This design comes from an exercise in tuning for small area, a short achievable clock period and few clock cycles per item on the open sky130 flow, not from production work. In this exercise RTL edits were held to simulation tests only and were not proved equivalent to the original. The clock port is modelled as an ideal driver; clocking choices that lean on that would not hold on a real chip. No activity file was given, so power comes from the tool's default toggle rates.

## char_waiter_matching_queue_unit
module char_waiter_matching_queue_unit (
    input  logic                 i_clk,
    input  logic                 i_rst_n,
    input  logic                 i_req_valid,
    output logic                 o_req_ready,
    input  logic                 i_req_mode,
    input  logic [CHAR_W-1:0]    i_req_char_value,
    input  logic [ID_W-1:0]      i_req_waiter_id,
    output logic                 o_rsp_valid,
    input  logic                 i_rsp_ready,
    output logic                 o_rsp_delivered,
    output logic [ID_W-1:0]      o_rsp_dest_client,
    output logic [CHAR_W-1:0]    o_rsp_char_out,
    output logic [STATUS_W-1:0]  o_rsp_status,
    output logic [CHARS_W-1:0]   o_rsp_chars_held,
    output logic [WAITERS_W-1:0] o_rsp_waiters_held
);
    localparam int NW = MAX_WAITERS_DEF;
    localparam int RW = ID_W + CHAR_W + STATUS_W + CHARS_W + WAITERS_W;
    logic              r_v1;
    logic              r_mode;
    logic [CHAR_W-1:0] r_cv;
    logic [ID_W-1:0]   r_id;
    logic              r_cnz, r_inz;
    logic [MAX_WAITERS_DEF-1:0] r_match_lo, r_match_hi;
    logic              r_ready;
    logic          r_q0v, r_q1v;
    logic [RW-1:0] r_q0, r_q1;
  ...
==> flow/config.mk <==
export PLATFORM = sky130hd
export DESIGN_NAME = char_waiter_matching_queue_unit
export DESIGN_NICKNAME = char_waiter_matching_queue_unit
export VERILOG_FILES = /design/flow/design.v
export SDC_FILE = /design/flow/constraint.sdc
export NUM_CORES = 4
export LEC_CHECK = 0
export CAP_MARGIN = 20
export CORE_MARGIN = 2
export CORE_UTILIZATION = 40
export CTS_CLUSTER_DIAMETER = 100
export CTS_CLUSTER_SIZE = 24
export SLEW_MARGIN = 20
==> flow/constraint.sdc <==
create_clock -name core_clock -period 8.0 [get_ports {i_clk}]
set_input_delay 1.6000 -clock core_clock [delete_from_list [all_inputs] [get_ports {i_clk}]]
set_output_delay 1.6000 -clock core_clock [all_outputs]
set_load 0.01 [all_outputs]
standard.sh (not shown) runs the stock make flow with config.mk's settings and CLKGATE_MAP_FILE= SYNTH_SCRIPT=/design/flow/synth_recipe.tcl, a recipe that flattens the netlist after the stock synthesis.
==> flow/flow/run.sh <==
#!/bin/bash
set -euo pipefail
export CLOCK_PORT_NET=i_clk
export PRE_CTS_TCL="$PWD/flow/cts_root.tcl"
bash standard.sh SETUP_SLACK_MARGIN=5.5 finish > flow_make.log 2>&1
==> flow/flow/cts_root.tcl <==
rename clock_tree_synthesis my_tritoncts
proc clock_tree_synthesis { args } {
  my_tritoncts {*}$args
  set block [ord::get_db_block]
  set port_net [$block findNet $::env(CLOCK_PORT_NET)]
  set drivers {}
  foreach it [$port_net getITerms] { lappend drivers [$it getInst] }
  if { [llength $drivers] != 1 } {
    puts "cts_root: clock port drives [llength $drivers] cells, tree left as built"
    return
  }
  set root [lindex $drivers 0]
  set out_net ""
  foreach it [$root getITerms] {
    if { [$it isOutputSignal] } { set out_net [$it getNet] }
  }
  set loads {}
  foreach it [$out_net getITerms] {
    if { [$it isInputSignal] } { lappend loads $it }
  }
  if { [llength $loads] > 4 || [llength [$out_net getBTerms]] > 0 } {
    puts "cts_root: root buffer drives [llength $loads] pins, tree left as built"
    return
  }
  puts "cts_root: removing [$root getName], port now drives [llength $loads] buffers"
  foreach it $loads {
    $it disconnect
    $it connect $port_net
  }
  odb::dbInst_destroy $root
  odb::dbNet_destroy $out_net
}
Testbench counts at the start, summed over its fixed seeds: cycles 4,816, items 4,800.
==> next run, changes <==
--- a/flow/design.v
+++ b/flow/design.v
@@ -28,29 +28,31 @@
     output logic               o_empty,
     output logic               o_full,
     output logic [CHARS_W-1:0] o_count,
     output logic [CHARS_W-1:0] o_count_inc,
     output logic [CHARS_W-1:0] o_count_dec,
     output logic [CHAR_W-1:0]  o_head
 );
     logic [CHAR_W-1:0]  r_mem [63];
-    logic [5:0]         r_wp, r_rp1;
+    logic [5:0]         r_rp, r_wp, r_rp1;
     logic [CHAR_W-1:0]  r_head;
     logic [CHARS_W-1:0] r_count;
     logic               r_full;
     always_ff @(posedge i_clk) begin
         if (!i_rst_n) begin
+            r_rp    <= '0;
             r_rp1   <= 6'd1;
             r_wp    <= '0;
             r_count <= '0;
             r_full  <= 1'b0;
         end else begin
             if (i_put) r_wp <= (r_wp == 6'd62) ? 6'd0 : r_wp + 1'b1;
             if (i_take) begin
+                r_rp  <= r_rp1;
                 r_rp1 <= (r_rp1 == 6'd62) ? 6'd0 : r_rp1 + 1'b1;
             end
             if (i_put) begin
                 r_count <= o_count_inc;
                 r_full  <= (r_count == 6'd62);
             end else if (i_take) begin
                 r_count <= o_count_dec;
                 r_full  <= 1'b0;
@@ -97,17 +99,17 @@
 );
     localparam int NW = MAX_WAITERS_DEF;
     localparam int RW = ID_W + CHAR_W + STATUS_W + CHARS_W + WAITERS_W;
     logic              r_v1;
     logic              r_mode;
     logic [CHAR_W-1:0] r_cv;
     logic [ID_W-1:0]   r_id;
     logic              r_cnz, r_inz;
-    logic [MAX_WAITERS_DEF-1:0] r_match_lo, r_match_hi;
+    logic [MAX_WAITERS_DEF-1:0] r_match;
     logic              r_ready;
     logic          r_q0v, r_q1v;
     logic [RW-1:0] r_q0, r_q1;
     logic [ID_W-1:0] r_wmem [NW];
     logic [2:0]      r_whead, r_wtail;
     logic [3:0]      r_wcnt;
     logic [NW-1:0]   r_wvalid;
     logic w_go, w_ld;
@@ -126,36 +128,28 @@
         .o_count    (w_rcnt),
         .o_count_inc(w_rcnt_inc),
         .o_count_dec(w_rcnt_dec),
         .o_head     (w_rhead)
     );
     assign w_go        = r_v1 && !(r_q0v && r_q1v);
     assign w_ld        = r_ready;
     assign o_req_ready = r_ready;
-    localparam int HW = ID_W / 2;
-    logic          w_dup, w_cnz, w_inz, w_wempty, w_wfull;
-    logic [NW-1:0] w_cmatch_lo, w_cmatch_hi;
-    logic          w_same_lo, w_same_hi;
-    assign w_same_lo = (i_req_waiter_id[HW-1:0] == r_id[HW-1:0]);
-    assign w_same_hi = (i_req_waiter_id[ID_W-1:HW] == r_id[ID_W-1:HW]);
+    logic [NW-1:0] w_cmatch;
+    logic          w_same;
+    assign w_same = (i_req_waiter_id == r_id);
     always_comb begin
         for (int k = 0; k < NW; k++) begin
-            if ((3'(k) == r_wtail) && !w_wfull) begin
-                w_cmatch_lo[k] = w_same_lo;
-                w_cmatch_hi[k] = w_same_hi;
-            end else begin
-                w_cmatch_lo[k] = (r_wmem[k][HW-1:0] == i_req_waiter_id[HW-1:0]);
-                w_cmatch_hi[k] = (r_wmem[k][ID_W-1:HW] == i_req_waiter_id[ID_W-1:HW]);
-            end
+            w_cmatch[k] = ((3'(k) == r_wtail) && !w_wfull) ? w_same : (r_wmem[k] == i_req_waiter_id);
         end
     end
     logic [NW-1:0] w_wvalid, w_hit;
+    logic          w_dup, w_cnz, w_inz, w_wempty, w_wfull;
     assign w_wvalid = r_wvalid;
-    assign w_hit    = w_wvalid & r_match_lo & r_match_hi;
+    assign w_hit    = w_wvalid & r_match;
     assign w_dup    = |w_hit;
     assign w_cnz    = r_cnz;
     assign w_inz    = r_inz;
     assign w_wempty = (r_wcnt == 4'd0);
     assign w_wfull  = r_wcnt[3];
     logic [ID_W-1:0]      n_dest;
     logic [CHAR_W-1:0]    n_cout;
     logic [STATUS_W-1:0]  n_status;
@@ -242,18 +236,17 @@
     end
     always_ff @(posedge i_clk) begin
         if (w_ld) begin
             r_mode <= i_req_mode;
             r_cv   <= i_req_char_value;
             r_id   <= i_req_waiter_id;
             r_cnz  <= |i_req_char_value;
             r_inz  <= |i_req_waiter_id;
-            r_match_lo <= w_cmatch_lo;
-            r_match_hi <= w_cmatch_hi;
+            r_match <= w_cmatch;
         end
     end
     always_ff @(posedge i_clk) begin
         if (!w_wfull) begin
             r_wmem[r_wtail] <= r_id;
         end
     end
     logic r_q0d;
After rerunning:
- The changed run ran to the end with no violations
- routed wire length rose by 7.6%
- hold slack gains 3.0 ps
- power barely changes
- via count came out higher by 2.1%
- cell area goes up by 3.2%
- count of clock-buffer cells in the layout fell by 8
- core utilization rose by 2.0 points
- critical path depth went up by 6
- non-clock buffer count is higher by 60
- cell count stays flat
- synthesized cell count shrinks by about 1.9%
- clock skew rose by 25 ps
- area after synthesis fell by about 0.5%
Testbench counts after the change, summed over its fixed seeds: cycles 4,816, items 4,800.

-- what the ideal ports hide --
No port has a modelled driver above. Below, the same layouts with a new extraction and two added sets of constraints. Step 1: set_driving_cell puts a clkbuf_16 on i_clk and a buf_2 on each other input, an assumption about the parent block. Step 2 times the ports against the registers' clock, not the clock port: input delays grow and output delays shrink by t, the midpoint of the rising clock arrivals with the driver on. Three values: no drivers, after step 1, after step 2; two values: the first two.
run | t (ns) | setup WS [ns] | hold WS [ns]
the first run | 0.580 | 5.367 / 5.235 / 5.018 | 0.464 / 0.464 / 0.464
the second run | 0.593 | 5.213 / 5.284 / 4.704 | 0.467 / 0.467 / 0.467
After both steps every run listed still meets setup and hold. The setup slack of the second run, which loses most, moves by +0.071 ns with the drivers and by -0.509 ns with both steps.
